This is an optimization exercise on Yosys and OpenROAD, whose aim is small area, a short achievable clock period and few clock cycles per item, not a production implementation. Where RTL was checked, it was by simulation tests only, not by an equivalence proof against the original. The RTL of runs 3 and 6 was laid out without a check of its function. No activity file was given, so power comes from the tool's default toggle rates.

[flow/run.sh]
#!/bin/bash
# synth_recipe.tcl (not shown) runs the flow's synth.tcl, then flattens the netlist and writes it again
# the make line also repeats each setting of config.mk as NAME=value (left out here)
make -C /OpenROAD-flow-scripts/flow DESIGN_CONFIG=/design/flow/config.mk WORK_HOME=/design/flow/orfs CLKGATE_MAP_FILE= SYNTH_SCRIPT=/design/flow/synth_recipe.tcl finish
[flow/config.mk]
export PLATFORM = sky130hd
export DESIGN_NAME = xbus_filter
export DESIGN_NICKNAME = xbus_filter
export VERILOG_FILES = /design/flow/design.v
export SDC_FILE = /design/flow/constraint.sdc
export NUM_CORES = 4
export LEC_CHECK = 0
export CAP_MARGIN = 20
export CORE_MARGIN = 2
export CORE_UTILIZATION = 40
export CTS_BUF_LIST = sky130_fd_sc_hd__clkbuf_4
export SETUP_SLACK_MARGIN = 2.5
export SLEW_MARGIN = 20
[flow/constraint.sdc]
create_clock -name core_clock -period 4.5 [get_ports {clk}]
set_input_delay 0.9000 -clock core_clock [delete_from_list [all_inputs] [get_ports {clk}]]
set_output_delay 0.9000 -clock core_clock [all_outputs]
set_load 0.01 [all_outputs]
[flow/design.v]
`timescale 1ns/10ps
`default_nettype none
module xbus_filter (
    input  logic        clk,
    input  logic        arst_n,
    input  logic [65:0] in_pkt,
    input  logic [7:0]  pad_value,
    output logic        vec_wr_en,
    output logic [15:0] vec_din,
    input  logic        vec_full,
    output logic        cache_full
);
    logic [1:0]  tag;
    logic        is_head;
    logic        is_body;
    logic [15:0] hx;
    logic [15:0] hy;
    assign tag = in_pkt[65:64];
    assign is_head = tag == 2'd1;
    assign is_body = tag == 2'd2;
    assign hx = in_pkt[15:0];
    assign hy = in_pkt[31:16];
    logic       x_lo;
    logic       x_hi;
    logic       y_lo;
    logic       y_hi;
    logic [7:0] ex;
    logic [7:0] ey;
    assign x_lo = hx[15:3] == '0;
    assign x_hi = hx == 16'hffff;
    assign y_lo = hy[15:3] == '0;
    assign y_hi = hy == 16'hffff;
    always_comb begin
        ex[0] = x_hi;
        ey[0] = y_hi;
        for (int i = 1; i < 8; i++) begin
            ex[i] = x_lo && hx[2:0] == 3'(i - 1);
            ey[i] = y_lo && hy[2:0] == 3'(i - 1);
        end
    end
    logic [5:0] h_colmask;
    logic [5:0] h_rowmask;
    always_comb begin
        for (int c = 0; c < 6; c++) begin
            h_colmask[c] = ex[c] | ex[c + 1] | ex[c + 2];
            h_rowmask[c] = ey[c] | ey[c + 1] | ey[c + 2];
        end
    end
    logic [2:0] h_cv;
    logic [2:0] h_rv;
    always_comb begin
        for (int k = 0; k < 3; k++) begin
            h_cv[k] = 1'b0;
            h_rv[k] = 1'b0;
            for (int i = 0; i < 8; i++) begin
                if (i - 1 + k >= 1 && i - 1 + k <= 6) begin
                    h_cv[k] = h_cv[k] | ex[i];
                    h_rv[k] = h_rv[k] | ey[i];
                end
            end
        end
    end
    logic [1:0] h_base;
    logic [3:0] h_base_oh;
    assign h_base = {hy[0], 1'b0} + hx[1:0] + 2'd1;
    assign h_base_oh = 4'b0001 << h_base;
    function automatic logic [3:0] need_of(input int b, input logic [5:0] rm,
                                           input logic [5:0] cm);
        logic [3:0] n;
        n = '0;
        if (b < 9) begin
            for (int l = 0; l < 4; l++) begin
                n[l] = rm[(4 * b + l) / 6] & cm[(4 * b + l) % 6];
            end
        end
        need_of = n;
    endfunction
    logic [3:0]      ib;            
    logic [5:0]      colmask;
    logic [5:0]      rowmask;
    logic [2:0][3:0] nd;
    logic [3:0]      nd_next;       
    logic [1:0][3:0] nd_head;
    always_comb begin
        nd_next = 4'b1111;
        for (int b = 0; b < 9; b++) begin
            if (ib == 4'(b)) begin
                nd_next = (b + 3 < 9) ? need_of(b + 3, rowmask, colmask)
                        : ((b + 3 == 9) ? 4'b0000 : 4'b1111);
            end
        end
        for (int j = 0; j < 2; j++) begin
            nd_head[j] = need_of(j, h_rowmask, h_colmask);
        end
    end
    always_ff @(posedge clk or negedge arst_n) begin
        if (!arst_n) begin
            ib <= 4'd9;
            nd <= {4'b1111, 4'b1111, 4'b0000};
        end else if (is_head) begin
            ib <= 4'd0;
            nd <= {need_of(2, h_rowmask, h_colmask), nd_head};
        end else if (is_body) begin
            ib <= ib + 4'd1;
            nd <= {nd_next, nd[2:1]};
        end
    end
    always_ff @(posedge clk) begin
        if (is_head) begin
            colmask <= h_colmask;
            rowmask <= h_rowmask;
        end
    end
    logic [3:0] wr;
    assign wr = is_body ? nd[0] : 4'd0;
    logic [3:0]       wp;
    logic [3:0]       rp;
    logic [3:0]       t1;
    logic [3:0]       t2;
    logic [3:0]       pop;
    logic [3:0][15:0] head;
    for (genvar l = 0; l < 4; l++) begin : g_lane
        logic [15:0] m0;
        logic [15:0] m1;
        always_ff @(posedge clk or negedge arst_n) begin
            if (!arst_n) begin
                wp[l] <= 1'b0;
                rp[l] <= 1'b0;
                t1[l] <= 1'b0;
                t2[l] <= 1'b0;
            end else begin
                if (wr[l]) wp[l] <= !wp[l];
                if (pop[l]) rp[l] <= !rp[l];
                if (wr[l] && !pop[l]) begin
                    t1[l] <= 1'b1;
                    t2[l] <= t1[l];
                end else if (!wr[l] && pop[l]) begin
                    t1[l] <= t2[l];
                    t2[l] <= 1'b0;
                end
            end
        end
        always_ff @(posedge clk) begin
            if (wr[l] && !wp[l]) m0 <= {in_pkt[8 * (4 + l) +: 8], in_pkt[8 * l +: 8]};
            if (wr[l] && wp[l]) m1 <= {in_pkt[8 * (4 + l) +: 8], in_pkt[8 * l +: 8]};
        end
        assign head[l] = rp[l] ? m1 : m0;
    end
    logic       act;
    logic [8:0] pos;
    logic [8:0] opad;
    logic [3:0] lane0;
    logic       pend;
    logic [2:0] prv;
    logic [2:0] pcv;
    logic [3:0] pbase;
    logic [2:0] vfh;
    function automatic logic [3:0] rotl1(input logic [3:0] v);
        rotl1 = {v[2:0], v[3]};
    endfunction
    logic       row_end0;
    logic       lv1;
    logic       lpad0;
    logic       lpad1;
    logic [3:0] lane1;
    assign row_end0 = pos[2] | pos[5];
    assign lv1 = !pos[8];
    assign lpad0 = opad[0];
    assign lpad1 = opad[1];
    assign lane1 = row_end0 ? lane0 : rotl1(lane0);
    logic       can_emit;
    logic       have0;
    logic       emit;
    logic       take;
    logic [8:0] new_pad;
    logic [3:0] new_base;
    assign can_emit = vfh != 3'b111;
    assign have0 = lpad0 || (lane0 & t1) != 4'd0;
    assign emit = act && have0 && can_emit;
    assign take = !act || (emit && pos[8]);
    assign pop = (emit && !lpad0) ? lane0 : 4'd0;
    always_comb begin
        for (int kh = 0; kh < 3; kh++) begin
            for (int kw = 0; kw < 3; kw++) begin
                new_pad[kh * 3 + kw] = !(prv[kh] && pcv[kw]);
            end
        end
        new_base = pbase;
    end
    always_ff @(posedge clk or negedge arst_n) begin
        if (!arst_n) begin
            act <= 1'b0;
            pend <= 1'b0;
            vfh <= '0;
            vec_wr_en <= 1'b0;
        end else begin
            vfh <= {vfh[1:0], vec_full};
            vec_wr_en <= emit;
            if (take) begin
                act <= pend;
            end
            if (is_head) begin
                pend <= 1'b1;
            end else if (take) begin
                pend <= 1'b0;
            end
        end
    end
    logic [15:0] sel_pix;
    always_comb begin
        sel_pix = '0;
        for (int l = 0; l < 4; l++) begin
            sel_pix = sel_pix | ({16{lane0[l]}} & head[l]);
        end
    end
    always_ff @(posedge clk) begin
        if (take) begin
            pos <= 9'd1;
            opad <= new_pad;
            lane0 <= new_base;
        end else if (emit) begin
            pos <= {pos[7:0], 1'b0};
            opad <= {1'b1, opad[8:1]};
            lane0 <= lane1;
        end
        if (is_head) begin
            prv <= h_rv;
            pcv <= h_cv;
            pbase <= h_base_oh;
        end
        vec_din <= lpad0 ? {pad_value, pad_value} : sel_pix;
    end
    logic       cf_prev;        
    logic       ce1;
    logic       c1;
    logic       p0;
    logic       p1;
    logic [3:0] u1;             
    logic [3:0] u2;             
    logic [3:0] f1;             
    logic [3:0] f2;             
    logic [3:0] na;
    logic [3:0] nb;
    logic [3:0] nc;
    logic [3:0] w1;             
    logic [3:0] w2;
    logic [3:0] w3;
    logic       h01;
    logic       h0and1;
    logic [3:0] hw1;
    logic [3:0] hw2;
    logic [3:0] ov;
    logic [3:0] hov;
    logic       cf_n;
    logic       pend_hit;
    always_comb begin
        ce1 = vfh[1:0] != 2'b11;
        c1 = lpad1 || (row_end0 ? ((lane0 & (lpad0 ? t1 : t2)) != 4'd0)
                                : ((rotl1(lane0) & t1) != 4'd0));
        p0 = emit && !lpad0;
        p1 = emit && lv1 && ce1 && c1 && !lpad1;
        u1 = (p0 ? lane0 : 4'd0) | (p1 ? lane1 : 4'd0);
        u2 = (p0 && p1 && row_end0) ? lane0 : 4'd0;
        f1 = ~t2 | u1;
        f2 = ~t1 | (~t2 & u1) | u2;
        na = nd[0];
        nb = (cf_prev && cache_full) ? 4'd0 : nd[1];
        nc = (cf_prev || cache_full) ? 4'd0 : nd[2];
        w1 = na | nb | nc;
        w2 = (na & nb) | (na & nc) | (nb & nc);
        w3 = na & nb & nc;
        ov = (w1 & ~f1) | (w2 & ~f2) | w3;
        h01 = h_rowmask[0] | h_rowmask[1];
        h0and1 = h_rowmask[0] & h_rowmask[1] & !cache_full;
        hw1 = {4{h01}};
        hw2 = {h0and1, h0and1, 2'b00};
        hov = (hw1 & ~f1) | (hw2 & ~f2);
        pend_hit = pend && (ib == 4'd9 || (ib == 4'd8 && !(cf_prev && cache_full))
                            || (ib == 4'd7 && !cf_prev && !cache_full));
        cf_n = (is_head ? hov != 4'd0 : ov != 4'd0) || pend_hit;
    end
    always_ff @(posedge clk or negedge arst_n) begin
        if (!arst_n) begin
            cache_full <= 1'b0;
            cf_prev <= 1'b0;
        end else begin
            cache_full <= cf_n;
            cf_prev <= cache_full;
        end
    end
endmodule
`default_nettype wire
==> summary.log, run 1 <==
[finish] multi-input combinational cell area 3970 µm²
[critical_path] critical path type flip-flop to output port
[place] placer's final routability congestion estimate 0.848
[sta] relative slew slack 48.1%
[clock_network] clock tree from TritonCTS built
[global_route] antenna violations before repair 1
[route] average routed wire per standard cell 20.2 µm
[sta] RSZ-0062 raised after global routing true
[sta] max-slew violations 0
[critical_path] critical path's largest stage delay 0.43 ns
[synthesis] number of enable-type register cells in the synthesized netlist 161
[route] number of nets with antenna violations after routing 0
[floorplanning] I/O pin count 95
[floorplanning] FP Rows 57
[route] number of remaining DRC errors 0
[route] Detailed Route Iter0 Violations 750
[clock_network] CTS Root Buffer Type clkbuf_4
[pwr] proportion of total power due to net switching 35.0%
[pwr] Final Power 0.00772 W
[critical_path] worst setup path start cache_full
[critical_path] cell type group with the largest total delay on the critical path flip-flops
[pwr] register share of total power 40.3%
[run_status] run status no timing/DRC/antenna violations
[finish] Filler cells 2121
[clock_network] clock transition at the registers of the reported paths 0.08 ns
[sta] Max Fclk 466 MHz
[synthesis] proportion of synthesized flip-flops having asynchronous set or reset 17.7%
[pwr] internal power component 0.00501 W
[synthesis] syn nets 877
[place] total instance count after detailed placement 1173
[place] hpwl dp 17300 µm
[critical_path] CP Data Arrival Time 1.25 ns
[critical_path] required time of the critical path 3.60 ns
[sta] Final TNS setup 0 ns
[route] detailed-route via count 7354
[sta] count of final setup violators 0
[synthesis] post-synthesis instance area 9950 µm²
[synthesis] average footprint of a synthesized cell 12.6 µm²
[sta] setup skew after layout 0.0731 ns
[global_route] wire length of the first global-routing pass 40900 µm
[critical_path] critical path cell sequence buf_6
[route] Final Routed Wirelength 27100 µm
[pwr] Switching Power 0.00270 W
[clock_network] TritonCTS Sinks 226
[floorplanning] initial cell density of the core 40.8%
[global_route] total gr overflow 0
[sta] share of the cycle needed by the critical path after routing 47.7%
[clock_network] CTS Buf Count 57
[sta] Worst-Margin Slew 0.778 ns
[finish] Final nets 1056
[floorplanning] height of the die 162 µm
[critical_path] reg-to-reg startpoint lane0[3]
[route] first drt pass iteration count 6
[sta] Hold Vio Cnt, Final 0
[critical_path] CP Buf/Inv Count 1
[floorplanning] Die Area 26200 µm²
[critical_path] highest-delay cell along the critical path dfrtp_2
[synthesis] share of the yosys chip area belonging to registers 63.8%
[clock_network] clock insertion delay at the later pin of the skew report 0.73 ns
[synthesis] primary flip-flop cell chosen by synthesis mapping edfxtp_1
[critical_path] Critical Path End Type output port
[finish] fraction of final layout cells with drive strength greater than 1 36.0%
[pwr] IR drop worst, VDD 250 µV
[critical_path] Max FO, Critical Path 2
[synthesis] Syn Inst Count 790
[synthesis] synth warn 1
[pwr] Power Density 586 nW/µm²
[synthesis] Netlist cell types 65
[place] number of buffer cells added on primary ports 94
[pwr] Comb power frac 36.8%
[global_route] overall global routing resource usage 20.3%
[pwr] proportion of power drawn by the clock network 22.9%
[sta] worst hold slack 0.177 ns
[global_route] pin count of the biggest net entering global routing 49
[finish] commonest cells after routing, fill and taps aside edfxtp_1 (161), clkbuf_4 (93), nand2_1 (76)
[global_route] number of global-route vias before repair 7228
[finish] layout overhead on the synthesized area 32.2%
[clock_network] maximum buffer depth of the clock tree 3
[floorplanning] horizontal extent of the die 162 µm
[clock_network] H-tree level count 2
[finish] most frequent standard cell in the layout excluding fill and tap cells edfxtp_1
[finish] Post-Layout Cell Count 1343
[pwr] leakage power of the design 4.79 nW
[hold_path] Tightest Hold Check Type primary input to async pin
[floorplanning] area of the core 24400 µm²
[route] number of vias per cell 5.48
[sta] Min Clock Period, post-route 2.15 ns
[finish] combined flip-flop and latch cell area 6370 µm²
[job] count of max-cap constraint violations 0
[synthesis] Seq cells post-synth 226
[critical_path] sort of element at the start of the critical path flip-flop
==> per-stage QoR <==
stage / util [%] / area (µm²) / setup WS (ns)
after floorplan: - / 10100 / 2.23
after global placement: 46.2 / 11300 / 1.11
after detailed placement: 46.2 / 11300 / 1.11
after CTS: 51.9 / 12700 / 2.31
after global routing: 53.9 / 13200 / 2.28
final: 53.9 / 13200 / 2.35
==> final cells by class <==
type                    count  area share [%]
clock inverters            15           0.504
well taps                 324            3.08
clock buffers              93            5.31
multi-input cells         509            30.2
flip-flops and latches    226            48.4
inverters                  18           0.571
repair buffers            157            11.9
diodes                      1          0.0190
==> cells in the mapped netlist, types with 6 or more instances <==
cell type / number / area share (%)
nand3_1: 11 / 0.55
edfxtp_1: 161 / 49
mux2i_1: 6 / 0.60
ha_1: 10 / 1.3
dfrtp_1: 30 / 7.5
nand2_1: 84 / 3.2
nor2_1: 51 / 1.9
dfstp_2: 10 / 2.6
o21ai_0: 33 / 1.7
a22oi_1: 6 / 0.45
and3_1: 9 / 0.57
nand4_1: 13 / 0.82
a21oi_1: 67 / 3.4
buf_2: 6 / 0.30
xnor2_1: 9 / 0.79
clkbuf_1: 31 / 1.2
a31oi_1: 20 / 1.3
inv_1: 16 / 0.60
a222oi_1: 16 / 1.6
nor2b_1: 15 / 0.94
mux2_2: 67 / 7.6
dfxtp_1: 25 / 5.0
nor3_1: 11 / 0.55
==> kinds of logic (layout without fill, tap and decap cells) <==
group	after synthesis	count (layout)	share of synthesized area [%]
other	0	1	0
xor gates and xnor gates	10	10	0.880
and+or+nand+nor	218	221	10.2
DFF	226	226	63.8
adders and majority gates	10	10	1.26
AOI/OAI and AO/OA	195	195	13.3
buffers and inverters	58	283	2.34
muxes	73	73	8.19
==> power by group through the flow <==
stage          logic [W]  clock network (W)  registers, W
2_1_floorplan    0.00155                  0       0.00292
3_3_place_gp     0.00209                  0       0.00312
3_5_place_dp     0.00210                  0       0.00313
4_1_cts          0.00255            0.00182       0.00309
5_1_grt          0.00305            0.00192       0.00317
6_report         0.00284            0.00177       0.00311
==> worst paths after layout <==
kind                               to  slack (ns)  cells after the start
setup / recovery           cache_full        2.35                      1
hold / removal                  t2[1]        0.18                      1
setup reg to reg              opad[0]        2.35                     11
hold reg to reg                pos[2]        0.45                      2
max in group asynchronous       ib[1]        3.82                      1
min in group core_clock        pos[2]        0.45                      2
==> sequential cells by signal, indices dropped and copies added, names as in the netlist, 3 cells and up <==
| name | flops |
|---|---|
| colmask | 6 |
| g_lane.m0 | 64 |
| g_lane.m1 | 64 |
| ib | 4 |
| lane0 | 4 |
| nd | 12 |
| opad | 9 |
| pbase | 4 |
| pcv | 3 |
| pos | 9 |
| prv | 3 |
| rowmask | 4 |
| rp | 4 |
| t1 | 4 |
| t2 | 4 |
| vec_din | 16 |
| vfh | 3 |
| wp | 4 |
==> metal layers <==
| layer | routed length (µm) | up-vias | global-route usage, % | part of all wire (%) |
|---|---|---|---|---|
| met4 | 641 | 0 | 6.68 | 2.4 |
| met2 | 12200 | 317 | 31.0 | 45 |
| met1 | 12200 | 3565 | 29.1 | 45 |
| met3 | 2070 | 46 | 4.34 | 7.7 |
| li1 | - | 3426 | - | - |
| met5 | 0 | - | 0 | 0 |
==> repair_timing <==
item                       CTS  global route
gates resized for setup    176            69
hold buffers                 0             0
cloned                       5             1
buffers inserted            32            23
setup endpoints to repair  166            77
pin swaps                   22            21
Testbench counts, summed over its fixed seeds: cycles 4,179, windows 384.
==> run 2, diff against run 1 <==
--- a/flow/config.mk
+++ b/flow/config.mk
@@ -10,4 +10,4 @@
 export CORE_UTILIZATION = 40
 export CTS_BUF_LIST = sky130_fd_sc_hd__clkbuf_4
-export SETUP_SLACK_MARGIN = 2.5
+export SETUP_SLACK_MARGIN = 2.8
 export SLEW_MARGIN = 20
==> summary.log, run 2 <==
[run_status] run status no timing/DRC/antenna violations [unchanged]
[synthesis] syn nets 877 [unchanged]
[sta] Max Fclk 440 MHz [was 466 MHz]
[pwr] Comb power frac 38.9% [was 36.8%]
[critical_path] critical path type flip-flop to flip-flop [was flip-flop to output port]
[finish] fraction of final layout cells with drive strength greater than 1 41.7% [was 36.0%]
[finish] commonest cells after routing, fill and taps aside edfxtp_1 (161), clkbuf_4 (97), nand2_1 (67) [was edfxtp_1 (161), clkbuf_4 (93), nand2_1 (76)]
[floorplanning] I/O pin count 95 [unchanged]
[global_route] total gr overflow 0 [unchanged]
[floorplanning] Die Area 26200 µm² [unchanged]
[finish] combined flip-flop and latch cell area 6380 µm² [was 6370 µm²]
[hold_path] Tightest Hold Check Type primary input to async pin [unchanged]
[clock_network] maximum buffer depth of the clock tree 3 [unchanged]
[route] Detailed Route Iter0 Violations 734 [was 750]
[sta] max-slew violations 0 [unchanged]
[place] hpwl dp 17400 µm [was 17300 µm]
[synthesis] Seq cells post-synth 226 [unchanged]
[clock_network] CTS Buf Count 59 [was 57]
[critical_path] critical path cell sequence buf_12 -> a22oi_4 -> a311o_2 -> inv_6 -> and4_4 -> a211o_1 -> a41oi_2 -> a311oi_1 -> a41oi_1 [was buf_6]
[pwr] leakage power of the design 4.91 nW [was 4.79 nW]
[route] Final Routed Wirelength 27800 µm [was 27100 µm]
[pwr] proportion of power drawn by the clock network 22.6% [was 22.9%]
[sta] RSZ-0062 raised after global routing true [unchanged]
[critical_path] sort of element at the start of the critical path flip-flop [unchanged]
[critical_path] critical path's largest stage delay 0.46 ns [was 0.43 ns]
[sta] worst hold slack 0.138 ns [was 0.177 ns]
[sta] Min Clock Period, post-route 2.27 ns [was 2.15 ns]
[synthesis] average footprint of a synthesized cell 12.6 µm² [unchanged]
[pwr] register share of total power 38.5% [was 40.3%]
[global_route] pin count of the biggest net entering global routing 41 [was 49]
[job] count of max-cap constraint violations 0 [unchanged]
[pwr] Power Density 593 nW/µm² [was 586 nW/µm²]
[finish] registers with the highest flip-flop counts g_lane.m0 x64, g_lane.m1 x64, vec_din x16 [unchanged]
[finish] multi-input combinational cell area 4170 µm² [was 3970 µm²]
[synthesis] commonest cells in the netlist edfxtp_1 (161), nand2_1 (84), a21oi_1 (67), mux2_2 (67), nor2_1 (51) [unchanged]
[synthesis] primary flip-flop cell chosen by synthesis mapping edfxtp_1 [unchanged]
[synthesis] area share of the leading cell type in the synthesized netlist 48.6% [unchanged]
[place] number of buffer cells added on primary ports 94 [unchanged]
[critical_path] Max FO, Critical Path 5 [was 2]
[route] first drt pass iteration count 5 [was 6]
[sta] setup skew after layout 0.0425 ns [was 0.0731 ns]
[critical_path] required time of the critical path 5.11 ns [was 3.60 ns]
[sta] share of the cycle needed by the critical path after routing 50.5% [was 47.7%]
[synthesis] Netlist cell types 65 [unchanged]
[finish] layout overhead on the synthesized area 35.3% [was 32.2%]
[critical_path] highest-delay cell along the critical path edfxtp_1 [was dfrtp_2]
[synthesis] synth warn 1 [unchanged]
[floorplanning] height of the die 162 µm [unchanged]
[route] number of vias per cell 5.53 [was 5.48]
[sta] relative slew slack 59.3% [was 48.1%]
[clock_network] H-tree level count 2 [unchanged]
[floorplanning] FP Rows 57 [unchanged]
[synthesis] most used standard cell by instance count after synthesis edfxtp_1 [unchanged]
[route] detailed-route via count 7490 [was 7354]
[sta] count of final setup violators 0 [unchanged]
[global_route] overall global routing resource usage 20.8% [was 20.3%]
[route] number of nets with antenna violations after routing 0 [unchanged]
[clock_network] TritonCTS Sinks 226 [unchanged]
[critical_path] CP Data Arrival Time 2.88 ns [was 1.25 ns]
[sta] Worst-Margin Slew 0.607 ns [was 0.778 ns]
[synthesis] number of enable-type register cells in the synthesized netlist 161 [unchanged]
[sta] Final TNS setup 0 ns [unchanged]
[clock_network] clock insertion delay at the later pin of the skew report 0.70 ns [was 0.73 ns]
[clock_network] CTS Root Buffer Type clkbuf_4 [unchanged]
[floorplanning] initial cell density of the core 40.8% [unchanged]
[route] average routed wire per standard cell 20.5 µm [was 20.2 µm]
[synthesis] Syn Inst Count 790 [unchanged]
[pwr] internal power component 0.00516 W [was 0.00501 W]
[synthesis] share of the yosys chip area belonging to registers 63.8% [unchanged]
[finish] Filler cells 2074 [was 2121]
[clock_network] clock transition at the registers of the reported paths 0.08 ns [about the same]
[synthesis] largest area contributor in the netlist edfxtp_1 [unchanged]
[floorplanning] area of the core 24400 µm² [unchanged]
[sta] Hold Vio Cnt, Final 0 [unchanged]
[global_route] antenna violations before repair 1 [unchanged]
[clock_network] clock tree from TritonCTS built [unchanged]
[floorplanning] horizontal extent of the die 162 µm [unchanged]
[synthesis] biggest area contributors in the synthesized netlist edfxtp_1 (49%), mux2_2 (7.6%), dfrtp_1 (7.5%) [unchanged]
[global_route] wire length of the first global-routing pass 41500 µm [was 40900 µm]
[synthesis] post-synthesis instance area 9950 µm² [unchanged]
[global_route] number of global-route vias before repair 7089 [was 7228]
[critical_path] setup slack on the worst flop-to-flop path 2.23 ns [was 2.35 ns]
[finish] most frequent standard cell in the layout excluding fill and tap cells edfxtp_1 [unchanged]
[finish] Final nets 1068 [was 1056]
[pwr] proportion of total power due to net switching 35.4% [was 35.0%]
[place] placer's final routability congestion estimate 0.863 [was 0.848]
[critical_path] Critical Path End Type flip-flop [was output port]
[synthesis] proportion of synthesized flip-flops having asynchronous set or reset 17.7% [unchanged]
[pwr] Switching Power 0.00283 W [was 0.00270 W]
[pwr] IR drop worst, VDD 225 µV [was 250 µV]
[route] number of remaining DRC errors 0 [unchanged]
[run 2: cell counts after synthesis]
No cell type changed its count.
[run 2: logic make-up after synthesis]
group,Yosys count,share of synthesized area (%)
xor+xnor,10,0.880
mux,73,8.19
buf+inv,58,2.34
flops,226,63.8
simple gates,218,10.2
compound gates,195,13.3
fa+ha+maj,10,1.26
[run 2: per-stage QoR]
stage | setup WS [ns] | total power, W | util [%] | area (µm²) | std cells
finish | 2.23 | 0.00799 | 55.2 | 13500 | 1355
global route | 2.15 | 0.00841 | 55.2 | 13500 | 1355
CTS | 2.29 | 0.00762 | 53.4 | 13000 | 1332
detailed placement | 1.24 | 0.00530 | 47.0 | 11500 | 1171
global placement | 1.34 | 0.00530 | 47.0 | 11500 | 1171
floorplan | 2.24 | 0.00457 | - | 10300 | 790
[run 2: final timing paths]
check	from	to	cells past startpoint
worst max register to register	lane0[1]	cache_full	9
max in group asynchronous	arst_n	nd[6]	2
worst min register to register	vfh[1]	vfh[2]	0
worst min-delay path	arst_n	vfh[0]	1
min in group core_clock	in_pkt[20]	g_lane[2].m1[4]	1
worst max-delay path	lane0[1]	cache_full	9
[run 2: layout make-up]
class                           count  area share [%]
Inverter                           18           0.771
Clock inverter                     13           0.437
Sequential cell                   226            47.4
Multi-Input combinational cell    511            30.9
Clock buffer                       97            5.41
Tap cell                          324            3.01
Timing Repair Buffer              165            12.1
Antenna cell                        1          0.0186
[run 2: per-layer routing]
layer	part of all wire [%]	vias to the layer above	global-route usage [%]
met5	0	-	0
met4	2.1	0	5.99
met3	7.5	55	4.55
met2	45	316	30.9
met1	46	3662	30.7
li1	-	3457	-
[run 2: power groups by stage]
stage | logic (W) | clock network, W | registers (W)
after floorplan | 0.00164 | 0 | 0.00293
after global placement | 0.00211 | 0 | 0.00318
after detailed placement | 0.00212 | 0 | 0.00318
after CTS | 0.00271 | 0.00185 | 0.00306
after global routing | 0.00332 | 0.00196 | 0.00312
final | 0.00311 | 0.00181 | 0.00308
[run 2: timing repair]
item | in CTS | in global routing
endpoints found under the setup margin | 265 | 118
hold buffers | 0 | 0
pin swaps | 51 | 40
buffers inserted | 46 | 19
gates resized for setup | 259 | 87
gates cloned | 5 | 2
[run 2: worst max-delay path: cells and delay by family (launching register included)]
family	cells	cell delay (ns)
buffers and inverters	2	0.22
AO/OA/AOI/OAI	6	1.33
AND/OR/NAND/NOR	1	0.16
flip-flops	1	0.46
==> run 3, diff against run 2 <==
--- a/flow/design.v
+++ b/flow/design.v
@@ -175,5 +175,5 @@
     logic [8:0] new_pad;
     logic [3:0] new_base;
-    assign can_emit = vfh != 3'b111;
+    assign can_emit = !(vec_full && vfh == 3'b111);
     assign have0 = lpad0 || (lane0 & t1) != 4'd0;
     assign emit = act && have0 && can_emit;
@@ -255,5 +255,5 @@
     logic       pend_hit;
     always_comb begin
-        ce1 = vfh[1:0] != 2'b11;
+        ce1 = !(vec_full && vfh[1:0] == 2'b11);
         c1 = lpad1 || (row_end0 ? ((lane0 & (lpad0 ? t1 : t2)) != 4'd0)
                                 : ((rotl1(lane0) & t1) != 4'd0));
--- a/flow/config.mk
+++ b/flow/config.mk
@@ -9,5 +9,4 @@
 export CORE_MARGIN = 2
 export CORE_UTILIZATION = 40
-export CTS_BUF_LIST = sky130_fd_sc_hd__clkbuf_4
-export SETUP_SLACK_MARGIN = 2.8
+export SETUP_SLACK_MARGIN = 2.5
 export SLEW_MARGIN = 20
==> summary.log, run 3 <==
[route] number of vias per cell 5.59 [was 5.53]
[sta] setup skew after layout 0.0109 ns [was 0.0425 ns]
[hold_path] Tightest Hold Check Type flip-flop to flip-flop [was primary input to async pin]
[pwr] leakage power of the design 4.80 nW [was 4.91 nW]
[synthesis] proportion of synthesized flip-flops having asynchronous set or reset 17.7% [unchanged]
[sta] share of the cycle needed by the critical path after routing 50.1% [was 50.5%]
[critical_path] critical path's largest stage delay 0.44 ns [was 0.46 ns]
[sta] Max Fclk 443 MHz [was 440 MHz]
[critical_path] Max FO, Critical Path 4 [was 5]
[sta] Final TNS setup 0 ns [unchanged]
[synthesis] Syn Inst Count 792 [was 790]
[global_route] number of global-route vias before repair 7042 [was 7089]
[clock_network] clock transition at the registers of the reported paths 0.07 ns [was 0.08 ns]
[critical_path] critical path cell sequence buf_6 -> a311o_2 -> a31oi_4 -> and3_4 -> a32oi_4 -> a32oi_1 -> nand4_1 -> o32a_1 [was buf_12 -> a22oi_4 -> a311o_2 -> inv_6 -> and4_4 -> a211o_1 -> a41oi_2 -> a311oi_1 -> a41oi_1]
[synthesis] share of the yosys chip area belonging to registers 63.6% [was 63.8%]
[place] placer's final routability congestion estimate 0.838 [was 0.863]
[sta] RSZ-0062 raised after global routing true [unchanged]
[global_route] overall global routing resource usage 20.4% [was 20.8%]
[sta] relative slew slack 34.3% [was 59.3%]
[route] number of nets with antenna violations after routing 0 [unchanged]
[clock_network] TritonCTS Sinks 226 [unchanged]
[sta] max-slew violations 0 [unchanged]
[critical_path] highest-delay cell along the critical path a311o_2 [was edfxtp_1]
[critical_path] cell type group with the largest total delay on the critical path compound AO/OA/AOI/OAI gates [unchanged]
[clock_network] hold_buf cts 0 [unchanged]
[synthesis] most used standard cell by instance count after synthesis edfxtp_1 [unchanged]
[route] Final Routed Wirelength 27100 µm [was 27800 µm]
[critical_path] sort of element at the start of the critical path primary input [was flip-flop]
[route] number of remaining DRC errors 0 [unchanged]
[sta] Min Clock Period, post-route 2.26 ns [was 2.27 ns]
[global_route] total gr overflow 0 [unchanged]
[job] count of max-cap constraint violations 0 [unchanged]
[global_route] wire length of the first global-routing pass 41200 µm [was 41500 µm]
[run_status] run status no timing/DRC/antenna violations [unchanged]
[synthesis] synth warn 1 [unchanged]
[floorplanning] area of the core 24400 µm² [unchanged]
[floorplanning] initial cell density of the core 40.9% [was 40.8%]
[finish] Final nets 1034 [was 1068]
[synthesis] area share of the leading cell type in the synthesized netlist 48.4% [was 48.6%]
[critical_path] critical path type primary input to flip-flop [was flip-flop to flip-flop]
[synthesis] number of enable-type register cells in the synthesized netlist 161 [unchanged]
[floorplanning] Die Area 26200 µm² [about the same]
[synthesis] primary flip-flop cell chosen by synthesis mapping edfxtp_1 [unchanged]
[route] average routed wire per standard cell 21.0 µm [was 20.5 µm]
[finish] layout overhead on the synthesized area 34.2% [was 35.3%]
[clock_network] CTS Buf Count 25 [was 59]
[floorplanning] FP Rows 57 [unchanged]
[finish] commonest cells after routing, fill and taps aside edfxtp_1 (161), mux2_2 (67), nand2_1 (55) [was edfxtp_1 (161), clkbuf_4 (97), nand2_1 (67)]
[route] detailed-route via count 7210 [was 7490]
[critical_path] required time of the critical path 4.92 ns [was 5.11 ns]
[route] Detailed Route Iter0 Violations 624 [was 734]
[place] hpwl dp 16700 µm [was 17400 µm]
[clock_network] maximum buffer depth of the clock tree 3 [unchanged]
[synthesis] largest area contributor in the netlist edfxtp_1 [unchanged]
[pwr] Power Density 592 nW/µm² [was 593 nW/µm²]
[finish] fraction of final layout cells with drive strength greater than 1 37.5% [was 41.7%]
[synthesis] commonest cells in the netlist edfxtp_1 (161), nand2_1 (77), mux2_2 (67), a21oi_1 (65), nor2_1 (44) [was edfxtp_1 (161), nand2_1 (84), a21oi_1 (67), mux2_2 (67), nor2_1 (51)]
[synthesis] average footprint of a synthesized cell 12.6 µm² [about the same]
[synthesis] post-synthesis instance area 9990 µm² [was 9950 µm²]
[global_route] pin count of the biggest net entering global routing 41 [unchanged]
[synthesis] Seq cells post-synth 226 [unchanged]
[clock_network] H-tree level count 1 [was 2]
[sta] Setup WS post-layout 2.24 ns [was 2.23 ns]
[sta] count of final setup violators 0 [unchanged]
[floorplanning] horizontal extent of the die 162 µm [about the same]
[floorplanning] I/O pin count 95 [unchanged]
[finish] most frequent standard cell in the layout excluding fill and tap cells edfxtp_1 [unchanged]
[sta] Worst-Margin Slew 0.985 ns [was 0.607 ns]
[place] number of buffer cells added on primary ports 94 [unchanged]
[clock_network] CTS Root Buffer Type clkbuf_16 [was clkbuf_4]
[global_route] antenna violations before repair 1 [unchanged]
[route] first drt pass iteration count 7 [was 5]
[finish] final core occ 54.9% [was 55.2%]
[place] post-placement setup slack 1.11 ns [was 1.24 ns]
[pwr] IR drop worst, VDD 246 µV [was 225 µV]
[critical_path] CP Data Arrival Time 2.68 ns [was 2.88 ns]
[synthesis] biggest area contributors in the synthesized netlist edfxtp_1 (48%), mux2_2 (7.6%), dfrtp_1 (7.5%) [was edfxtp_1 (49%), mux2_2 (7.6%), dfrtp_1 (7.5%)]
[synthesis] syn nets 879 [was 877]
[synthesis] Netlist cell types 65 [unchanged]
[finish] registers with the highest flip-flop counts g_lane.m0 x64, g_lane.m1 x64, vec_din x16 [unchanged]
[clock_network] clock insertion delay at the later pin of the skew report 0.54 ns [was 0.70 ns]
[sta] Hold Vio Cnt, Final 0 [unchanged]
[critical_path] Critical Path End Type flip-flop [unchanged]
[critical_path] CP Buf/Inv Count 1 [was 2]
[floorplanning] height of the die 162 µm [about the same]
[clock_network] clock tree from TritonCTS built [unchanged]
run 3: cell types whose count changed after synthesis, moves of 3 or more:
cell	before	now
nor2b_1	15	26
nand2_1	84	77
nor2_1	51	44
a221oi_1	2	6
clkbuf_1	31	35
nor3_1	11	7
a211o_1	4	1
a32oi_1	0	3
and2_1	2	5
nand2b_1	5	2
o31ai_1	0	3
run 3: area by class of cell:
| class | count | area [µm²] |
|---|---|---|
| Antenna cell | 1 | 2.50 |
| Clock buffer | 29 | 661 |
| Clock inverter | 16 | 166 |
| Fill cell | 2018 | 11000 |
| Inverter | 18 | 76.3 |
| Multi-Input combinational cell | 508 | 4160 |
| Sequential cell | 226 | 6360 |
| Tap cell | 324 | 405 |
| Timing Repair Buffer | 168 | 1570 |
run 3: where the power goes:
group / total (W) / switching, W / leakage [nW] / internal, W
Sequential: 0.00308 / 0.000436 / 2.11 / 0.00264
Clock: 0.00206 / 0.000840 / 0.417 / 0.00122
Combinational: 0.00280 / 0.00141 / 2.27 / 0.00139
run 3: logic make-up (layout without fill, tap and decap cells):
kind of cell    after synthesis  count (layout)  synth area share (%)
buf+inv                      62             231                  2.49
mux                          75              75                  8.36
flops                       226             226                  63.6
fa+ha+maj                    10              10                  1.25
other cells                   0               1                     0
xor+xnor                     10              10                 0.877
simple gates                216             220                  10.6
compound gates              193             193                  12.9
run 3: timing repair:
item | in CTS | in global routing
gates resized for setup | 194 | 120
cloned | 6 | 1
pin swaps | 43 | 50
buffers inserted | 46 | 20
endpoints found under the setup margin | 235 | 163
hold endpoints to repair | 0 | 0
run 3: path summary, 6_finish.rpt:
check,startpoint,endpoint,slack [ns],cells past startpoint
worst max register to register,opad[1],cache_full,2.26,7
worst min-delay path,vfh[0],vfh[1],0.41,0
max in group asynchronous,arst_n,act,3.28,1
worst max-delay path,vec_full,cache_full,2.24,8
worst min register to register,vfh[0],vfh[1],0.41,0
min in group asynchronous,arst_n,vec_wr_en,0.52,1
run 3: metal layers:
metal	GRT usage, %	vias up	share of wire (%)
met1	30.5	3569	45
met5	0	-	0
met2	31.8	265	46
met4	4.22	0	1.4
met3	3.17	28	7.6
li1	-	3348	-
run 3: through the flow:
step / hold slack (ns) / cells / area [µm²] / total power [W]
2_1_floorplan: 0.367 / 792 / 10300 / 0.00447
3_3_place_gp: 0.383 / 1171 / 11400 / 0.00516
3_5_place_dp: 0.390 / 1171 / 11400 / 0.00517
4_1_cts: 0.403 / 1268 / 13100 / 0.00774
5_1_grt: 0.414 / 1290 / 13400 / 0.00831
6_report: 0.407 / 1290 / 13400 / 0.00794
==> run 4, diff against run 3 <==
--- a/flow/design.v
+++ b/flow/design.v
@@ -175,5 +175,5 @@
     logic [8:0] new_pad;
     logic [3:0] new_base;
-    assign can_emit = !(vec_full && vfh == 3'b111);
+    assign can_emit = vfh != 3'b111;
     assign have0 = lpad0 || (lane0 & t1) != 4'd0;
     assign emit = act && have0 && can_emit;
@@ -255,5 +255,5 @@
     logic       pend_hit;
     always_comb begin
-        ce1 = !(vec_full && vfh[1:0] == 2'b11);
+        ce1 = vfh[1:0] != 2'b11;
         c1 = lpad1 || (row_end0 ? ((lane0 & (lpad0 ? t1 : t2)) != 4'd0)
                                 : ((rotl1(lane0) & t1) != 4'd0));
==> flow/flow/run.sh (new file) <==
#!/bin/bash
# Standard ORFS layout with two changes: the port buffers start as buf_1
# (the resizer still upsizes the ones on critical paths) and CTS inserts no
# dummy loads. Each tool's output goes to its own log in the work folder.
set -euo pipefail
bash standard.sh \
  'BUFFER_PORTS_ARGS=-buffer_cell sky130_fd_sc_hd__buf_1' \
  'CTS_ARGS=-sink_clustering_enable -repair_clock_nets -dont_use_dummy_load -buf_list sky130_fd_sc_hd__clkbuf_4' \
  finish > make_finish.log 2>&1
==> flow/standard.sh (new file) <==
#!/bin/bash
# synth_recipe.tcl (not shown) runs the flow's synth.tcl, then flattens the netlist and writes it again
# the make line also repeats each setting of config.mk as NAME=value (left out here)
make -C /OpenROAD-flow-scripts/flow DESIGN_CONFIG=/design/flow/config.mk WORK_HOME=/design/flow/orfs CLKGATE_MAP_FILE= SYNTH_SCRIPT=/design/flow/synth_recipe.tcl "${@:-finish}"
--- a/flow/config.mk
+++ b/flow/config.mk
@@ -9,4 +9,5 @@
 export CORE_MARGIN = 2
 export CORE_UTILIZATION = 40
+export CTS_BUF_LIST = sky130_fd_sc_hd__clkbuf_4
 export SETUP_SLACK_MARGIN = 2.5
 export SLEW_MARGIN = 20
removed: flow/run.sh
==> summary.log, run 4 <==
[synthesis] average footprint of a synthesized cell 12.6 µm² [about the same]
[finish] most frequent standard cell in the layout excluding fill and tap cells edfxtp_1 [unchanged]
[pwr] Switching Power 0.00253 W [was 0.00268 W]
[route] detailed route wirelength on metal3 2190 µm [was 2050 µm]
[clock_network] clock transition at the registers of the reported paths 0.07 ns [about the same]
[pwr] Comb power frac 38.5% [was 35.2%]
[place] number of buffer cells added on primary ports 94 [unchanged]
[synthesis] Netlist cell types 65 [unchanged]
[floorplanning] height of the die 162 µm [about the same]
[critical_path] setup slack on the worst flop-to-flop path 2.31 ns [was 2.26 ns]
[critical_path] required time of the critical path 5.03 ns [was 4.92 ns]
[synthesis] Seq cells post-synth 226 [unchanged]
[clock_network] maximum buffer depth of the clock tree 3 [unchanged]
[finish] layout overhead on the synthesized area 20.7% [was 34.2%]
[synthesis] post-synthesis instance area 9950 µm² [was 9990 µm²]
[floorplanning] area of the core 24400 µm² [unchanged]
[finish] Post-Layout Cell Count 1280 [was 1290]
[global_route] overall global routing resource usage 19.3% [was 20.4%]
[finish] fraction of final layout cells with drive strength greater than 1 31.3% [was 37.5%]
[synthesis] area share of the leading cell type in the synthesized netlist 48.6% [was 48.4%]
[pwr] IR drop worst, VDD 235 µV [was 246 µV]
[critical_path] Critical Path End Type flip-flop [unchanged]
[sta] relative slew slack 51.5% [was 34.3%]
[sta] count of final setup violators 0 [unchanged]
[run_status] run status no timing/DRC/antenna violations [unchanged]
[critical_path] critical path type flip-flop to flip-flop [was primary input to flip-flop]
[route] average routed wire per standard cell 20.2 µm [was 21.0 µm]
[sta] max-slew violations 0 [unchanged]
[synthesis] share of the yosys chip area belonging to registers 63.8% [was 63.6%]
[job] count of max-cap constraint violations 0 [unchanged]
[route] number of nets with antenna violations after routing 0 [unchanged]
[route] number of remaining DRC errors 0 [unchanged]
[floorplanning] horizontal extent of the die 162 µm [about the same]
[pwr] leakage power of the design 4.20 nW [was 4.80 nW]
[route] Detailed Route Iter0 Violations 933 [was 624]
[sta] RSZ-0062 raised after global routing true [unchanged]
[pwr] Final Power 0.00706 W [was 0.00794 W]
[synthesis] biggest area contributors in the synthesized netlist edfxtp_1 (49%), mux2_2 (7.6%), dfrtp_1 (7.5%) [was edfxtp_1 (48%), mux2_2 (7.6%), dfrtp_1 (7.5%)]
[sta] Worst-Margin Slew 0.727 ns [was 0.985 ns]
[synthesis] commonest cells in the netlist edfxtp_1 (161), nand2_1 (84), a21oi_1 (67), mux2_2 (67), nor2_1 (51) [was edfxtp_1 (161), nand2_1 (77), mux2_2 (67), a21oi_1 (65), nor2_1 (44)]
[place] total instance count after detailed placement 1171 [unchanged]
[critical_path] sort of element at the start of the critical path flip-flop [was primary input]
[route] first drt pass iteration count 6 [was 7]
[pwr] proportion of power drawn by the clock network 17.9% [was 26.0%]
[hold_path] Tightest Hold Check Type primary input to async pin [was flip-flop to flip-flop]
[synthesis] synth warn 1 [unchanged]
[global_route] wire length of the first global-routing pass 38800 µm [was 41200 µm]
[sta] Min Clock Period, post-route 2.19 ns [was 2.26 ns]
[floorplanning] FP Rows 57 [unchanged]
[critical_path] reg-to-reg startpoint lane0[1] [was opad[1]]
[finish] final core occ 49.2% [was 54.9%]
[floorplanning] Die Area 26200 µm² [about the same]
[sta] Final TNS setup 0 ns [unchanged]
[route] Final Routed Wirelength 25900 µm [was 27100 µm]
[floorplanning] I/O pin count 95 [unchanged]
[global_route] antenna violations before repair 1 [unchanged]
[route] number of vias per cell 5.62 [was 5.59]
[place] hpwl dp 16900 µm [was 16700 µm]
[global_route] total gr overflow 0 [unchanged]
[global_route] number of global-route vias before repair 6814 [was 7042]
[sta] setup skew after layout 0.0878 ns [was 0.0109 ns]
[sta] Hold Vio Cnt, Final 0 [unchanged]
[route] max layer used met4 [unchanged]
[finish] commonest cells after routing, fill and taps aside edfxtp_1 (161), nand2_1 (76), buf_1 (71) [was edfxtp_1 (161), mux2_2 (67), nand2_1 (55)]
[critical_path] worst r2r path cells 9 [was 7]
[route] detailed-route via count 7199 [was 7210]
[critical_path] CP Data Arrival Time 2.72 ns [was 2.68 ns]
[pwr] internal power component 0.00453 W [was 0.00526 W]
[clock_network] CTS Root Buffer Type clkbuf_4 [was clkbuf_16]
[synthesis] primary flip-flop cell chosen by synthesis mapping edfxtp_1 [unchanged]
[place] placer's final routability congestion estimate 0.876 [was 0.838]
[synthesis] proportion of synthesized flip-flops having asynchronous set or reset 17.7% [unchanged]
[sta] Max Fclk 456 MHz [was 443 MHz]
[clock_network] CTS Buf Count 56 [was 25]
[clock_network] H-tree level count 2 [was 1]
[finish] Final nets 1043 [was 1034]
[route] Post-Route M1 WL 11500 µm [was 12200 µm]
[clock_network] clock insertion delay at the later pin of the skew report 0.70 ns [was 0.54 ns]
[sta] Setup WS post-layout 2.31 ns [was 2.24 ns]
[global_route] pin count of the biggest net entering global routing 49 [was 41]
[clock_network] clock tree from TritonCTS built [unchanged]
[critical_path] worst r2r dst cache_full [unchanged]
[clock_network] TritonCTS Sinks 226 [unchanged]
[synthesis] most used standard cell by instance count after synthesis edfxtp_1 [unchanged]
[place] post-placement setup slack 1.34 ns [was 1.11 ns]
[floorplanning] initial cell density of the core 40.8% [was 40.9%]
[sta] share of the cycle needed by the critical path after routing 48.7% [was 50.1%]
[route] detailed-routed wire length on met2 11500 µm [was 12400 µm]
[pwr] proportion of total power due to net switching 35.8% [was 33.8%]
[synthesis] syn nets 877 [was 879]
[pwr] Power Density 588 nW/µm² [was 592 nW/µm²]
[synthesis] Syn Inst Count 790 [was 792]
[pwr] register share of total power 43.7% [was 38.8%]
[clock_network] hold_buf cts 0 [unchanged]
[finish] registers with the highest flip-flop counts g_lane.m0 x64, g_lane.m1 x64, vec_din x16 [unchanged]
[critical_path] Max FO, Critical Path 5 [was 4]
[synthesis] number of enable-type register cells in the synthesized netlist 161 [unchanged]
[synthesis] largest area contributor in the netlist edfxtp_1 [unchanged]
[run 4: how the worst max path moves through the flow]
stage	from	depth (start not counted)	end	slack, ns
2_1_floorplan	in_pkt[25]	7	cache_full	2.23
3_3_place_gp	opad[0]	8	cache_full	1.44
3_5_place_dp	opad[0]	6	lane0[1]	1.34
4_1_cts	cache_full	1	cache_full	2.38
5_1_grt	lane0[1]	9	cache_full	2.21
6_report	lane0[1]	9	cache_full	2.31
[run 4: cells by family after synthesis]
| logic type | after synthesis | synth area share (%) |
|---|---|---|
| adders and majority gates | 10 | 1.26 |
| muxes | 73 | 8.19 |
| and+or+nand+nor | 218 | 10.2 |
| buffers and inverters | 58 | 2.34 |
| AOI/OAI and AO/OA | 195 | 13.3 |
| DFF | 226 | 63.8 |
| xor gates and xnor gates | 10 | 0.880 |
[run 4: cell type report]
cell class / instances / area [µm²]
diodes: 2 / 5.00
flip-flops and latches: 226 / 6370
repair buffers: 147 / 941
well taps: 324 / 405
multi-input cells: 507 / 3790
fillers: 2187 / 12400
inverters: 18 / 75.1
clock buffers: 56 / 420
[run 4: what timing repair did]
action	CTS	global route
buffers inserted	26	22
pin swaps	9	24
gates cloned	2	1
setup endpoints to repair	86	54
gates resized for setup	71	52
[run 4: routing by layer]
metal | global-route usage [%] | vias up
li1 | - | 3348
met1 | 28.4 | 3472
met4 | 6.32 | 0
met5 | 0 | -
met2 | 28.0 | 328
met3 | 5.03 | 51
[run 4: worst max-delay path: stages (launching register included)]
cell      delay, ns
edfxtp_1       0.40
buf_6          0.14
a22oi_4        0.28
a311o_2        0.29
inv_6          0.05
and4_4         0.16
a211o_1        0.33
a41oi_2        0.19
a311oi_1       0.07
a41oi_1        0.19
[run 4: metrics by stage]
stage | hold WS (ns) | cell area [µm²]
final | 0.274 | 12000
after detailed placement | 0.420 | 10700
after global placement | 0.408 | 10700
after floorplan | 0.388 | 10100
after CTS | 0.277 | 11600
after global routing | 0.277 | 12000
[run 4: power by group through the flow]
stage               combinational [W]  sequential (W)  clock (W)
floorplan                     0.00155         0.00292          0
global placement              0.00186         0.00319          0
detailed placement            0.00186         0.00319          0
CTS                           0.00240         0.00307    0.00131
global route                  0.00292         0.00313    0.00140
finish                        0.00272         0.00308    0.00126
Testbench counts of run 4, summed over its fixed seeds: cycles 4,179, windows 384.
==> run 5, diff against run 4 <==
--- a/flow/flow/run.sh
+++ b/flow/flow/run.sh
@@ -7,3 +7,4 @@
   'BUFFER_PORTS_ARGS=-buffer_cell sky130_fd_sc_hd__buf_1' \
   'CTS_ARGS=-sink_clustering_enable -repair_clock_nets -dont_use_dummy_load -buf_list sky130_fd_sc_hd__clkbuf_4' \
+  MATCH_CELL_FOOTPRINT=0 \
   finish > make_finish.log 2>&1
==> summary.log, run 5 <==
[run_status] run status no timing/DRC/antenna violations [unchanged]
[finish] Filler cells 2232 [was 2187]
[route] number of nets with antenna violations after routing 0 [unchanged]
[clock_network] CTS Root Buffer Type clkbuf_4 [unchanged]
[clock_network] clock tree from TritonCTS built [unchanged]
[synthesis] biggest area contributors in the synthesized netlist edfxtp_1 (49%), mux2_2 (7.6%), dfrtp_1 (7.5%) [unchanged]
[synthesis] commonest cells in the netlist edfxtp_1 (161), nand2_1 (84), a21oi_1 (67), mux2_2 (67), nor2_1 (51) [unchanged]
[synthesis] Syn Inst Count 790 [unchanged]
[sta] RSZ-0062 raised after global routing true [unchanged]
[critical_path] setup slack on the worst flop-to-flop path 2.35 ns [was 2.31 ns]
[finish] commonest cells after routing, fill and taps aside edfxtp_1 (161), nand2_1 (78), buf_1 (70) [was edfxtp_1 (161), nand2_1 (76), buf_1 (71)]
[global_route] total gr overflow 0 [unchanged]
[route] average routed wire per standard cell 20.3 µm [was 20.2 µm]
[critical_path] Critical path destination cache_full [unchanged]
[global_route] antenna violations before repair 1 [unchanged]
[synthesis] primary flip-flop cell chosen by synthesis mapping edfxtp_1 [unchanged]
[route] number of vias per cell 5.67 [was 5.62]
[sta] Hold Vio Cnt, Final 0 [unchanged]
[finish] fraction of final layout cells with drive strength greater than 1 31.1% [was 31.3%]
[clock_network] clock insertion delay at the later pin of the skew report 0.68 ns [was 0.70 ns]
[sta] Max Fclk 465 MHz [was 456 MHz]
[synthesis] post-synthesis instance area 9950 µm² [unchanged]
[sta] relative slew slack 47.6% [was 51.5%]
[synthesis] proportion of synthesized flip-flops having asynchronous set or reset 17.7% [unchanged]
[route] Detailed Route Iter0 Violations 688 [was 933]
[sta] Worst-Margin Slew 0.786 ns [was 0.727 ns]
[sta] setup skew after layout 0.0842 ns [was 0.0878 ns]
[critical_path] critical path type flip-flop to flip-flop [unchanged]
[synthesis] Netlist cell types 65 [unchanged]
[critical_path] critical path's largest stage delay 0.49 ns [was 0.40 ns]
[finish] Final nets 1039 [was 1043]
[hold_path] Tightest Hold Check Type primary input to async pin [unchanged]
[synthesis] syn nets 877 [unchanged]
[global_route] pin count of the biggest net entering global routing 49 [unchanged]
[synthesis] area share of the leading cell type in the synthesized netlist 48.6% [unchanged]
[finish] layout overhead on the synthesized area 20.0% [was 20.7%]
[place] number of buffer cells added on primary ports 94 [unchanged]
[sta] count of final setup violators 0 [unchanged]
[route] number of remaining DRC errors 0 [unchanged]
[synthesis] number of enable-type register cells in the synthesized netlist 161 [unchanged]
[critical_path] reg-to-reg startpoint t1[0] [was lane0[1]]
[floorplanning] Die Area 26200 µm² [unchanged]
[critical_path] worst setup path start t1[0] [was lane0[1]]
[sta] max-slew violations 0 [unchanged]
[pwr] IR drop worst, VDD 253 µV [was 235 µV]
[critical_path] CP Buf/Inv Count 1 [was 2]
[clock_network] H-tree level count 2 [unchanged]
[job] count of max-cap constraint violations 0 [unchanged]
[place] hpwl dp 16700 µm [was 16900 µm]
[synthesis] largest area contributor in the netlist edfxtp_1 [unchanged]
[clock_network] hold_buf cts 0 [unchanged]
[global_route] overall global routing resource usage 19.2% [was 19.3%]
[critical_path] Critical Path End Type flip-flop [unchanged]
[place] placer's final routability congestion estimate 0.872 [was 0.876]
[synthesis] share of the yosys chip area belonging to registers 63.8% [unchanged]
[finish] registers with the highest flip-flop counts g_lane.m0 x64, g_lane.m1 x64, vec_din x16 [unchanged]
[clock_network] clock transition at the registers of the reported paths 0.06 ns [was 0.07 ns]
[critical_path] cell type group with the largest total delay on the critical path compound AO/OA/AOI/OAI gates [unchanged]
[route] first drt pass iteration count 6 [unchanged]
[critical_path] instance count on the critical path 8 [was 9]
[pwr] Power Density 583 nW/µm² [was 588 nW/µm²]
[critical_path] worst r2r dst cache_full [unchanged]
[clock_network] CTS Buf Count 56 [unchanged]
[finish] most frequent standard cell in the layout excluding fill and tap cells edfxtp_1 [unchanged]
[route] detailed-route via count 7232 [was 7199]
[critical_path] Max FO, Critical Path 6 [was 5]
[floorplanning] area of the core 24400 µm² [unchanged]
[critical_path] sort of element at the start of the critical path flip-flop [unchanged]
[clock_network] TritonCTS Sinks 226 [unchanged]
[sta] share of the cycle needed by the critical path after routing 47.8% [was 48.7%]
[floorplanning] horizontal extent of the die 162 µm [unchanged]
[global_route] wire length of the first global-routing pass 38500 µm [was 38800 µm]
[critical_path] critical path cell sequence a22oi_4 -> buf_6 -> a2111oi_4 -> nand2_2 -> o311ai_4 -> a41oi_2 -> a311oi_2 -> a41oi_1 [was buf_6 -> a22oi_4 -> a311o_2 -> inv_6 -> and4_4 -> a211o_1 -> a41oi_2 -> a311oi_1 -> a41oi_1]
[synthesis] most used standard cell by instance count after synthesis edfxtp_1 [unchanged]
[critical_path] required time of the critical path 5.00 ns [was 5.03 ns]
[critical_path] CP Data Arrival Time 2.65 ns [was 2.72 ns]
[pwr] leakage power of the design 4.16 nW [was 4.20 nW]
[clock_network] maximum buffer depth of the clock tree 3 [unchanged]
[critical_path] worst r2r path cells 8 [was 9]
[sta] Final TNS setup 0 ns [unchanged]
[floorplanning] initial cell density of the core 40.8% [unchanged]
[critical_path] highest-delay cell along the critical path dfrtp_2 [was edfxtp_1]
[finish] final non-filler cell area 11900 µm² [was 12000 µm²]
[synthesis] Seq cells post-synth 226 [unchanged]
[global_route] number of global-route vias before repair 6802 [was 6814]
[sta] Min Clock Period, post-route 2.15 ns [was 2.19 ns]
[synthesis] average footprint of a synthesized cell 12.6 µm² [unchanged]
[synthesis] synth warn 1 [unchanged]
[floorplanning] FP Rows 57 [unchanged]
[floorplanning] height of the die 162 µm [unchanged]
[place] placed inst area 10700 µm² [about the same]
[floorplanning] I/O pin count 95 [unchanged]
[route] Final Routed Wirelength 25900 µm [about the same]
## run 5: cell types whose count changed in the layout (fill, tap and decap cells not counted), sizes merged
cell | before | now
inv | 18 | 15
clkinv | 0 | 1
clkbuf | 60 | 66
buf | 141 | 132
diode | 2 | 1
bufbuf | 2 | 0
nand2 | 86 | 87
clkinvlp | 0 | 2
## run 5: kinds of logic (layout without fill, tap and decap cells)
kind of cell             Yosys count  count (layout)  synth area share [%]
AO/OA/AOI/OAI                    195             195                  13.3
XOR/XNOR                          10              10                 0.880
adder cells (fa/ha/maj)           10              10                  1.26
buffers and inverters             58             216                  2.34
flip-flops                       226             226                  63.8
multiplexers                      73              73                  8.19
other                              0               1                     0
AND/OR/NAND/NOR                  218             220                  10.2
## run 5: cell type report
type	instances	area [µm²]	area share, %
diodes	1	2.50	0.0210
clock buffers	56	420	3.52
inverters	18	82.6	0.692
multi-input cells	508	3790	31.8
flip-flops and latches	226	6370	53.4
well taps	324	405	3.40
repair buffers	142	863	7.23
## run 5: metrics by stage
stage | util [%] | power (W) | std cells | hold slack, ns | setup slack (ns)
final | 48.9 | 0.00696 | 1275 | 0.303 | 2.35
after global routing | 48.9 | 0.00734 | 1275 | 0.315 | 2.27
after CTS | 47.5 | 0.00677 | 1256 | 0.285 | 2.36
after detailed placement | 43.8 | 0.00503 | 1170 | 0.412 | 1.34
after global placement | 43.8 | 0.00503 | 1170 | 0.410 | 1.43
after floorplan | - | 0.00447 | 790 | 0.388 | 2.23
## run 5: report_power, final
part | switching, W | total (W) | leakage, nW | internal [W]
registers | 0.000430 | 0.00310 | 2.11 | 0.00267
logic | 0.00138 | 0.00259 | 1.79 | 0.00121
clock network | 0.000705 | 0.00127 | 0.258 | 0.000562
total | 0.00252 | 0.00696 | 4.16 | 0.00444
## run 5: repair_timing
item / in CTS / in global routing
endpoints found under the hold margin: 0 / 0
gates cloned: 1 / 2
gates resized for setup: 86 / 47
setup endpoints to repair: 81 / 58
pin swaps: 11 / 16
setup buffers: 29 / 16
## run 5: worst reg2reg max path, cell delays in order (launching register included)
cell and delay [ns]:
dfrtp_2 0.49, a22oi_4 0.09, buf_6 0.15, a2111oi_4 0.44
nand2_2 0.21, o311ai_4 0.14, a41oi_2 0.15, a311oi_2 0.27
a41oi_1 0.06
## run 5: metal layers
| layer | track usage (%) | vias up | wire [µm] |
|---|---|---|---|
| met1 | 28.2 | 3509 | 11700 |
| met5 | 0 | - | 0 |
| li1 | - | 3328 | - |
| met2 | 28.5 | 338 | 11400 |
| met4 | 5.63 | 0 | 589 |
| met3 | 4.65 | 57 | 2250 |
## run 5: worst min-delay path by stage
stage          depth (start not counted)     end  slack, ns    from
4_1_cts                                2   rp[3]       0.29  arst_n
2_1_floorplan                          0  vfh[2]       0.39  vfh[1]
3_3_place_gp                           0  vfh[2]       0.41  vfh[1]
6_report                               2   rp[3]       0.30  arst_n
3_5_place_dp                           0  vfh[2]       0.41  vfh[1]
5_1_grt                                2   rp[3]       0.32  arst_n
==> run 6, diff against run 5 <==
--- a/flow/design.v
+++ b/flow/design.v
@@ -119,5 +119,6 @@
     logic [3:0]       t2;
     logic [3:0]       pop;
-    logic [3:0][15:0] head;
+    logic [3:0][15:0] ent0;
+    logic [3:0][15:0] ent1;
     for (genvar l = 0; l < 4; l++) begin : g_lane
         logic [15:0] m0;
@@ -145,5 +146,6 @@
             if (wr[l] && wp[l]) m1 <= {in_pkt[8 * (4 + l) +: 8], in_pkt[8 * l +: 8]};
         end
-        assign head[l] = rp[l] ? m1 : m0;
+        assign ent0[l] = m0;
+        assign ent1[l] = m1;
     end
     logic       act;
@@ -207,9 +209,13 @@
         end
     end
-    logic [15:0] sel_pix;
-    always_comb begin
-        sel_pix = '0;
+    logic [3:0]  sel0;
+    logic [3:0]  sel1;
+    logic [15:0] vec_next;
+    assign sel0 = lpad0 ? 4'd0 : (lane0 & ~rp);
+    assign sel1 = lpad0 ? 4'd0 : (lane0 & rp);
+    always_comb begin
+        vec_next = {16{lpad0}} & {pad_value, pad_value};
         for (int l = 0; l < 4; l++) begin
-            sel_pix = sel_pix | ({16{lane0[l]}} & head[l]);
+            vec_next = vec_next | ({16{sel0[l]}} & ent0[l]) | ({16{sel1[l]}} & ent1[l]);
         end
     end
@@ -229,5 +235,5 @@
             pbase <= h_base_oh;
         end
-        vec_din <= lpad0 ? {pad_value, pad_value} : sel_pix;
+        vec_din <= vec_next;
     end
     logic       cf_prev;        
==> summary.log, run 6 <==
[global_route] number of global-route vias before repair 6754 [was 6802]
[finish] layout overhead on the synthesized area 19.2% [was 20.0%]
[pwr] leakage power of the design 4.12 nW [was 4.16 nW]
[sta] RSZ-0062 raised after global routing true [unchanged]
[floorplanning] area of the core 24100 µm² [was 24400 µm²]
[clock_network] clock tree from TritonCTS built [unchanged]
[floorplanning] horizontal extent of the die 160 µm [was 162 µm]
[place] hpwl dp 17300 µm [was 16700 µm]
[synthesis] number of enable-type register cells in the synthesized netlist 161 [unchanged]
[finish] Final nets 1017 [was 1039]
[sta] Min Clock Period, post-route 2.41 ns [was 2.15 ns]
[floorplanning] initial cell density of the core 40.4% [was 40.8%]
[sta] Max Fclk 415 MHz [was 465 MHz]
[global_route] total gr overflow 0 [unchanged]
[clock_network] clock insertion delay at the later pin of the skew report 0.73 ns [was 0.68 ns]
[critical_path] critical path type flip-flop to flip-flop [unchanged]
[route] Final Routed Wirelength 25700 µm [was 25900 µm]
[clock_network] clock transition at the registers of the reported paths 0.06 ns [about the same]
[clock_network] hold_buf cts 0 [unchanged]
[finish] Post-Layout Cell Count 1253 [was 1275]
[global_route] overall global routing resource usage 19.9% [was 19.2%]
[place] placer's final routability congestion estimate 0.870 [was 0.872]
[critical_path] Critical Path End Type flip-flop [unchanged]
[run_status] run status no timing/DRC/antenna violations [unchanged]
[critical_path] cell type group with the largest total delay on the critical path compound AO/OA/AOI/OAI gates [unchanged]
[critical_path] CP Data Arrival Time 2.95 ns [was 2.65 ns]
[synthesis] commonest cells in the netlist edfxtp_1 (161), nand2_1 (94), nor2_1 (44), o21ai_0 (38), mux2i_1 (37) [was edfxtp_1 (161), nand2_1 (84), a21oi_1 (67), mux2_2 (67), nor2_1 (51)]
[synthesis] most used standard cell by instance count after synthesis edfxtp_1 [unchanged]
[synthesis] average footprint of a synthesized cell 12.5 µm² [was 12.6 µm²]
[critical_path] CP Buf/Inv Count 1 [unchanged]
[finish] most frequent standard cell in the layout excluding fill and tap cells edfxtp_1 [unchanged]
[critical_path] highest-delay cell along the critical path edfxtp_1 [was dfrtp_2]
[route] average routed wire per standard cell 20.5 µm [was 20.3 µm]
[clock_network] CTS Root Buffer Type clkbuf_4 [unchanged]
[floorplanning] Die Area 25600 µm² [was 26200 µm²]
[synthesis] area share of the leading cell type in the synthesized netlist 49.6% [was 48.6%]
[route] first drt pass iteration count 5 [was 6]
[route] number of nets with antenna violations after routing 0 [unchanged]
[sta] relative slew slack 52.1% [was 47.6%]
[sta] Final TNS setup 0 ns [unchanged]
[global_route] wire length of the first global-routing pass 39000 µm [was 38500 µm]
[clock_network] TritonCTS Sinks 226 [unchanged]
[route] number of remaining DRC errors 0 [unchanged]
[route] detailed-route via count 7001 [was 7232]
[sta] setup skew after layout 0.118 ns [was 0.0842 ns]
[pwr] Power Density 595 nW/µm² [was 583 nW/µm²]
[hold_path] Tightest Hold Check Type primary input to async pin [unchanged]
[finish] registers with the highest flip-flop counts g_lane.m0 x64, g_lane.m1 x64, vec_din x16 [unchanged]
[synthesis] post-synthesis instance area 9750 µm² [was 9950 µm²]
[route] number of vias per cell 5.59 [was 5.67]
[pwr] Final Power 0.00691 W [was 0.00696 W]
[place] total instance count after detailed placement 1162 [was 1170]
[critical_path] sort of element at the start of the critical path flip-flop [unchanged]
[synthesis] largest area contributor in the netlist edfxtp_1 [unchanged]
[critical_path] Max FO, Critical Path 8 [was 6]
[place] number of buffer cells added on primary ports 94 [unchanged]
[sta] Worst-Margin Slew 0.718 ns [was 0.786 ns]
[clock_network] CTS Buf Count 59 [was 56]
[synthesis] Netlist cell types 59 [was 65]
[floorplanning] I/O pin count 95 [unchanged]
[critical_path] required time of the critical path 5.04 ns [was 5.00 ns]
[sta] Hold Vio Cnt, Final 0 [unchanged]
[synthesis] biggest area contributors in the synthesized netlist edfxtp_1 (50%), dfrtp_1 (7.7%), dfxtp_1 (5.1%) [was edfxtp_1 (49%), mux2_2 (7.6%), dfrtp_1 (7.5%)]
[synthesis] synth warn 1 [unchanged]
[route] Detailed Route Iter0 Violations 665 [was 688]
[finish] commonest cells after routing, fill and taps aside edfxtp_1 (161), nand2_1 (90), buf_1 (70) [was edfxtp_1 (161), nand2_1 (78), buf_1 (70)]
[pwr] IR drop worst, VDD 232 µV [was 253 µV]
[floorplanning] FP Rows 57 [unchanged]
[finish] final core occ 48.2% [was 48.9%]
[clock_network] H-tree level count 2 [unchanged]
[critical_path] critical path's largest stage delay 0.53 ns [was 0.49 ns]
[synthesis] syn nets 864 [was 877]
[global_route] antenna violations before repair 1 [unchanged]
[sta] share of the cycle needed by the critical path after routing 53.6% [was 47.8%]
[floorplanning] height of the die 160 µm [was 162 µm]
[sta] max-slew violations 0 [unchanged]
[synthesis] Seq cells post-synth 226 [unchanged]
[sta] count of final setup violators 0 [unchanged]
[job] count of max-cap constraint violations 0 [unchanged]
[critical_path] critical path cell sequence mux2_4 -> a222oi_1 -> a2111oi_4 -> buf_6 -> a21boi_4 -> o311ai_0 -> o211ai_1 -> nor3_1 -> a31oi_1 [was a22oi_4 -> buf_6 -> a2111oi_4 -> nand2_2 -> o311ai_4 -> a41oi_2 -> a311oi_2 -> a41oi_1]
[clock_network] maximum buffer depth of the clock tree 3 [unchanged]
[synthesis] proportion of synthesized flip-flops having asynchronous set or reset 17.7% [unchanged]
[global_route] pin count of the biggest net entering global routing 52 [was 49]
[finish] fraction of final layout cells with drive strength greater than 1 25.1% [was 31.1%]
[synthesis] share of the yosys chip area belonging to registers 65.1% [was 63.8%]
[synthesis] Syn Inst Count 777 [was 790]
[synthesis] primary flip-flop cell chosen by synthesis mapping edfxtp_1 [unchanged]
[run 6: logic make-up after synthesis]
logic type | after synthesis | synth area share [%]
simple gates | 231 | 11.0
flops | 226 | 65.1
compound gates | 188 | 13.2
mux | 59 | 6.34
buf+inv | 52 | 2.03
fa+ha+maj | 11 | 1.39
xor+xnor | 10 | 0.898
[run 6: worst paths after layout]
kind,slack [ns],from,endpoint,cells after the start
max,2.09,opad[0],cache_full,9
min,0.1,arst_n,ib[2],1
max reg2reg,2.09,opad[0],cache_full,9
min reg2reg,0.40,vfh[0],vfh[1],0
max in group asynchronous,3.64,arst_n,rp[3],2
min in group core_clock,0.37,in_pkt[60],g_lane[3].m1[12],1
[run 6: where the power goes]
group | switching (W) | leakage (nW) | internal (W)
registers | 0.000472 | 2.11 | 0.00269
logic | 0.00130 | 1.74 | 0.00115
clock network | 0.000714 | 0.271 | 0.000588
[run 6: per-layer routing]
layer	wire, µm	track usage (%)	up-vias	part of all wire [%]
li1	-	-	3257	-
met1	11900	29.0	3416	46
met2	11200	29.1	280	43
met3	1990	4.96	48	7.7
met4	651	7.17	0	2.5
met5	0	0	-	0
[run 6: stage by stage]
step	instance area, µm²	hold slack (ns)	setup slack, ns
final	11600	0.0953	2.09
after detailed placement	10500	0.393	1.48
after global placement	10500	0.388	1.51
after CTS	11400	0.0525	2.10
after global routing	11600	0.0600	1.96
after floorplan	9850	0.375	2.28
[run 6: cell type report]
class | count | area (µm²)
Inverter | 15 | 61.3
Clock buffer | 59 | 443
Fill cell | 2229 | 12500
Antenna cell | 1 | 2.50
Multi-Input combinational cell | 499 | 3570
Sequential cell | 226 | 6380
Timing Repair Buffer | 129 | 764
Tap cell | 324 | 405
[run 6: timing repair]
action	CTS	global route
setup endpoints to repair	98	62
gates resized for setup	104	51
buffers inserted	22	9
pin swaps	10	19

Setup slack of run 6, layout unchanged: 2.089 ns with ideal ports, 2.089 ns with driving cells assumed (clock clkbuf_16, inputs buf_2), 1.815 ns with port delays also shifted by the 0.704 ns mid clock arrival.
